This is an optimization exercise on Yosys and OpenROAD, whose aim is small area and a short achievable clock period, not a production implementation. At most, simulation tests tie the RTL to the original design; equivalence was not proved. No driver is modelled on the clock port, so clock power and skew are understated where the tree is cut down; a real chip needs a root buffer or a tree. Power figures rest on the tool's default switching activity, not on a simulated workload.

// cpu_top
module cpu_top (
    input  logic                         clk,
    input  logic                         rstn,
    input  logic                         instr_valid,
    input  logic [31:0]                  instr,
    output logic                         retire_valid,
    output logic                         retire_we,
    output logic [32-1:0]         retire_pc,
    output logic [5-1:0]   retire_rd,
    output logic [32-1:0]         retire_data,
    output logic [16-1:0] retire_count
);
export LEC_CHECK = 0
export CAP_MARGIN = 20
export CORE_MARGIN = 2
export CORE_UTILIZATION = 40
export SLEW_MARGIN = 20
export SYNTH_HIERARCHICAL = 1
create_clock -name core_clock -period 10.0 [get_ports {clk}]
standard.sh (not shown) runs the stock make flow with config.mk's settings and CLKGATE_MAP_FILE= SYNTH_SCRIPT=/design/flow/synth_recipe.tcl, a recipe that flattens the netlist after the stock synthesis.
==> flow/flow/run.sh <==
#!/bin/bash
# the standard layout, but for the clock tree, and with timing repair aimed
# below the design's period (repair_timing works until each path has
# SETUP_SLACK_MARGIN ns of slack).
#   1. standard.sh up to placement, with buf_2 as the port buffer cell
#   2. flow/cts.tcl in place of ORFS's cts step: a two-level clock tree of
#      clkbuf_16 (the clock port drives 4 roots, each root 16 leaves, each
#      leaf a compact cluster of about 20 flip-flops), then ORFS's timing
#      repair and legalisation as in its cts step
#   3. standard.sh on to the end
# each step's output goes to its own log here; ORFS's own logs are in orfs/logs.
set -euo pipefail
M=7.4
bash standard.sh SETUP_SLACK_MARGIN=$M "BUFFER_PORTS_ARGS=-buffer_cell sky130_fd_sc_hd__buf_2" place > log_1_place.log 2>&1
bash standard.sh SETUP_SLACK_MARGIN=$M vars > log_2_vars.log 2>&1
P=${FLOW_PLATFORM:-sky130hd}
(
  set +u
  source orfs/objects/$P/cpu_top/base/vars.sh
  export SCRIPTS_DIR=$FLOW_HOME/scripts
  export FLOW_CLOCK_PORT=clk
  export FLOW_CTS_LEAF_DEPTH=6
  export FLOW_CTS_ROOT_DEPTH=2
  export FLOW_CTS_LEAF_CELL=sky130_fd_sc_hd__clkbuf_16
  export FLOW_CTS_ROOT_CELL=sky130_fd_sc_hd__clkbuf_16
  openroad -no_splash -exit -metrics "$LOG_DIR/4_1_cts.json" flow/cts.tcl > "$LOG_DIR/4_1_cts.log" 2>&1
) > log_3_cts.log 2>&1
cp orfs/logs/$P/cpu_top/base/4_1_cts.log log_3_cts.log
cp orfs/results/$P/cpu_top/base/4_1_cts.odb orfs/results/$P/cpu_top/base/4_cts.odb
bash standard.sh SETUP_SLACK_MARGIN=$M finish > log_4_finish.log 2>&1
Other scripts of this flow, unchanged in this note and not shown: flow/flow/cts.tcl
The first run went through all stages and came out clean.
Change:
--- a/flow/flow/run.sh
+++ b/flow/flow/run.sh
@@ -13 +13 @@
-M=7.4
+M=7.2
The new run went through all stages and came out clean.
Worst setup slack improves by 9.4 ps.
Combinational power barely changes.
Final cell count is higher by 0.40%.
Maximum frequency is about the same.
Clock skew stays flat.
Worst hold slack degrades by 6.5 ps.
Critical path depth is unchanged.
Synthesized area stays the same.
Design area is higher by 0.48%.
Change:
--- a/flow/flow/run.sh
+++ b/flow/flow/run.sh
@@ -13 +13 @@
-M=7.2
+M=7.0
Effect:
- global-route usage is lower by 0.68 points
- worst hold slack improved by 3.3 ps
- setup slack improves by 17 ps
- combinational power drops by 13%
- sequential share of layout area rises by 1.5 points
- sequential power stays flat
- flip-flop and latch count does not change
- via count fell by 0.70%
- final cell count shrinks by 1.7%
- fmax grows by 0.53%
Change:
--- a/flow/config.mk
+++ b/flow/config.mk
@@ -10 +10,2 @@
-export CORE_UTILIZATION = 40
+export CORE_UTILIZATION = 55
+export PLACE_DENSITY = 0.7
Global-route usage went up by 10 points; via count went up by 1.3%; area after synthesis is unchanged; setup slack got worse by 11 ps; register-to-register slack got worse by 50 ps; final cell count went down by 8.2%.
In every run of this note, the design's own scripts or RTL, not TritonCTS, make the clock network.

* * *

cpu_top, a different RTL version from the one above (not shown whole).
Size in the first run: ~3,800 cells after synthesis, ~0.054 sq mm of cells after synthesis.
==> flow/config.mk <==
export PLATFORM = sky130hd
export DESIGN_NAME = cpu_top
export DESIGN_NICKNAME = cpu_top
export VERILOG_FILES = /design/flow/design.v
export SDC_FILE = /design/flow/constraint.sdc
export NUM_CORES = 8
export LEC_CHECK = 0
export CAP_MARGIN = 20
export CORE_MARGIN = 2
export CORE_UTILIZATION = 40
export SLEW_MARGIN = 20
export SYNTH_HIERARCHICAL = 1
==> flow/constraint.sdc <==
create_clock -name core_clock -period 10.0 [get_ports {clk}]
set_input_delay 2.0000 -clock core_clock [delete_from_list [all_inputs] [get_ports {clk}]]
set_output_delay 2.0000 -clock core_clock [all_outputs]
set_load 0.01 [all_outputs]
==> flow/flow/run.sh <==
#!/bin/bash
# the standard layout, but for the clock tree, and with timing repair aimed
# below the design's period (repair_timing works until each path has
# SETUP_SLACK_MARGIN ns of slack).
#   1. standard.sh up to placement, with buf_2 as the port buffer cell
#   2. flow/cts.tcl in place of ORFS's cts step: a two-level clock tree of
#      clkbuf_16 (the clock port drives 4 roots, each root 16 leaves, each
#      leaf a compact cluster of about 20 flip-flops), then ORFS's timing
#      repair and legalisation as in its cts step
#   3. standard.sh on to the end
# each step's output goes to its own log here; ORFS's own logs are in orfs/logs.
set -euo pipefail
M=6.8
bash standard.sh SETUP_SLACK_MARGIN=$M "BUFFER_PORTS_ARGS=-buffer_cell sky130_fd_sc_hd__buf_2" place > log_1_place.log 2>&1
bash standard.sh SETUP_SLACK_MARGIN=$M vars > log_2_vars.log 2>&1
P=${FLOW_PLATFORM:-sky130hd}
(
  set +u
  source orfs/objects/$P/cpu_top/base/vars.sh
  export SCRIPTS_DIR=$FLOW_HOME/scripts
  export FLOW_CLOCK_PORT=clk
  export FLOW_CTS_LEAF_DEPTH=6
  export FLOW_CTS_ROOT_DEPTH=2
  export FLOW_CTS_LEAF_CELL=sky130_fd_sc_hd__clkbuf_16
  export FLOW_CTS_ROOT_CELL=sky130_fd_sc_hd__clkbuf_16
  openroad -no_splash -exit -metrics "$LOG_DIR/4_1_cts.json" flow/cts.tcl > "$LOG_DIR/4_1_cts.log" 2>&1
) > log_3_cts.log 2>&1
cp orfs/logs/$P/cpu_top/base/4_1_cts.log log_3_cts.log
cp orfs/results/$P/cpu_top/base/4_1_cts.odb orfs/results/$P/cpu_top/base/4_cts.odb
bash standard.sh SETUP_SLACK_MARGIN=$M finish > log_4_finish.log 2>&1
Other scripts of this flow, unchanged in this note and not shown: flow/flow/cts.tcl
The baseline completed with no timing, DRC or antenna violations.
==> next run, changes <==
--- a/flow/flow/run.sh
+++ b/flow/flow/run.sh
@@ -11,5 +11,5 @@
 # each step's output goes to its own log here; ORFS's own logs are in orfs/logs.
 set -euo pipefail
-M=6.8
+M=7.0
 bash standard.sh SETUP_SLACK_MARGIN=$M "BUFFER_PORTS_ARGS=-buffer_cell sky130_fd_sc_hd__buf_2" place > log_1_place.log 2>&1
 bash standard.sh SETUP_SLACK_MARGIN=$M vars > log_2_vars.log 2>&1
Outcome: Combinational power rises by a quarter to a third; utilization rises by 1.0 points; power rises slightly; design area rises by a few percent; wire length rises slightly; clock power hardly moves; sequential share of layout area falls by 1.2 points; via count rises slightly; fmax rises slightly.
No run of this note included a check of the RTL's function; only the layout flow was run. No run of this note takes its clock network from TritonCTS; it comes from the design's own scripts or RTL.

[separate check: timing with driven ports]
No port has a modelled driver above. Below, the same layouts with a new extraction and two added sets of constraints.
Step 1 assumes that a clkbuf_16 drives the clock port and a buf_2 every other input.
Step 2, shift: input delay + t, output delay - t, t = (earliest + latest rising clock arrival at the registers) / 2. This alone moves slack from input paths to output paths.
Slacks: ideal / step 1 / step 2; pairs: ideal / step 1.
run	t (ns)	setup WS [ns]	latest minus earliest clock arrival (ns)	worst register clock-pin slew, ns	pins driven straight from the clock port
the first run of note 1	0.693	6.795 / 6.613 / 6.851	0.059 / 0.059	0.10 / 0.10	4
the second run of note 1	0.678	6.804 / 6.637 / 6.714	0.060 / 0.061	0.10 / 0.10	4
the third run of note 1	0.706	6.821 / 6.634 / 6.564	0.063 / 0.063	0.11 / 0.11	4
the fourth run of note 1	0.679	6.810 / 6.637 / 6.697	0.050 / 0.049	0.10 / 0.10	4
the first run of note 2	0.667	6.715 / 6.622 / 6.498	0.057 / 0.058	0.11 / 0.11	4
the second run of note 2	0.682	6.769 / 6.631 / 6.555	0.077 / 0.077	0.11 / 0.11	4
After both steps setup and hold are still met in every run listed. For the third run of note 1, which loses most, drivers alone change the setup slack by -0.187 ns; drivers and shift together by -0.257 ns.
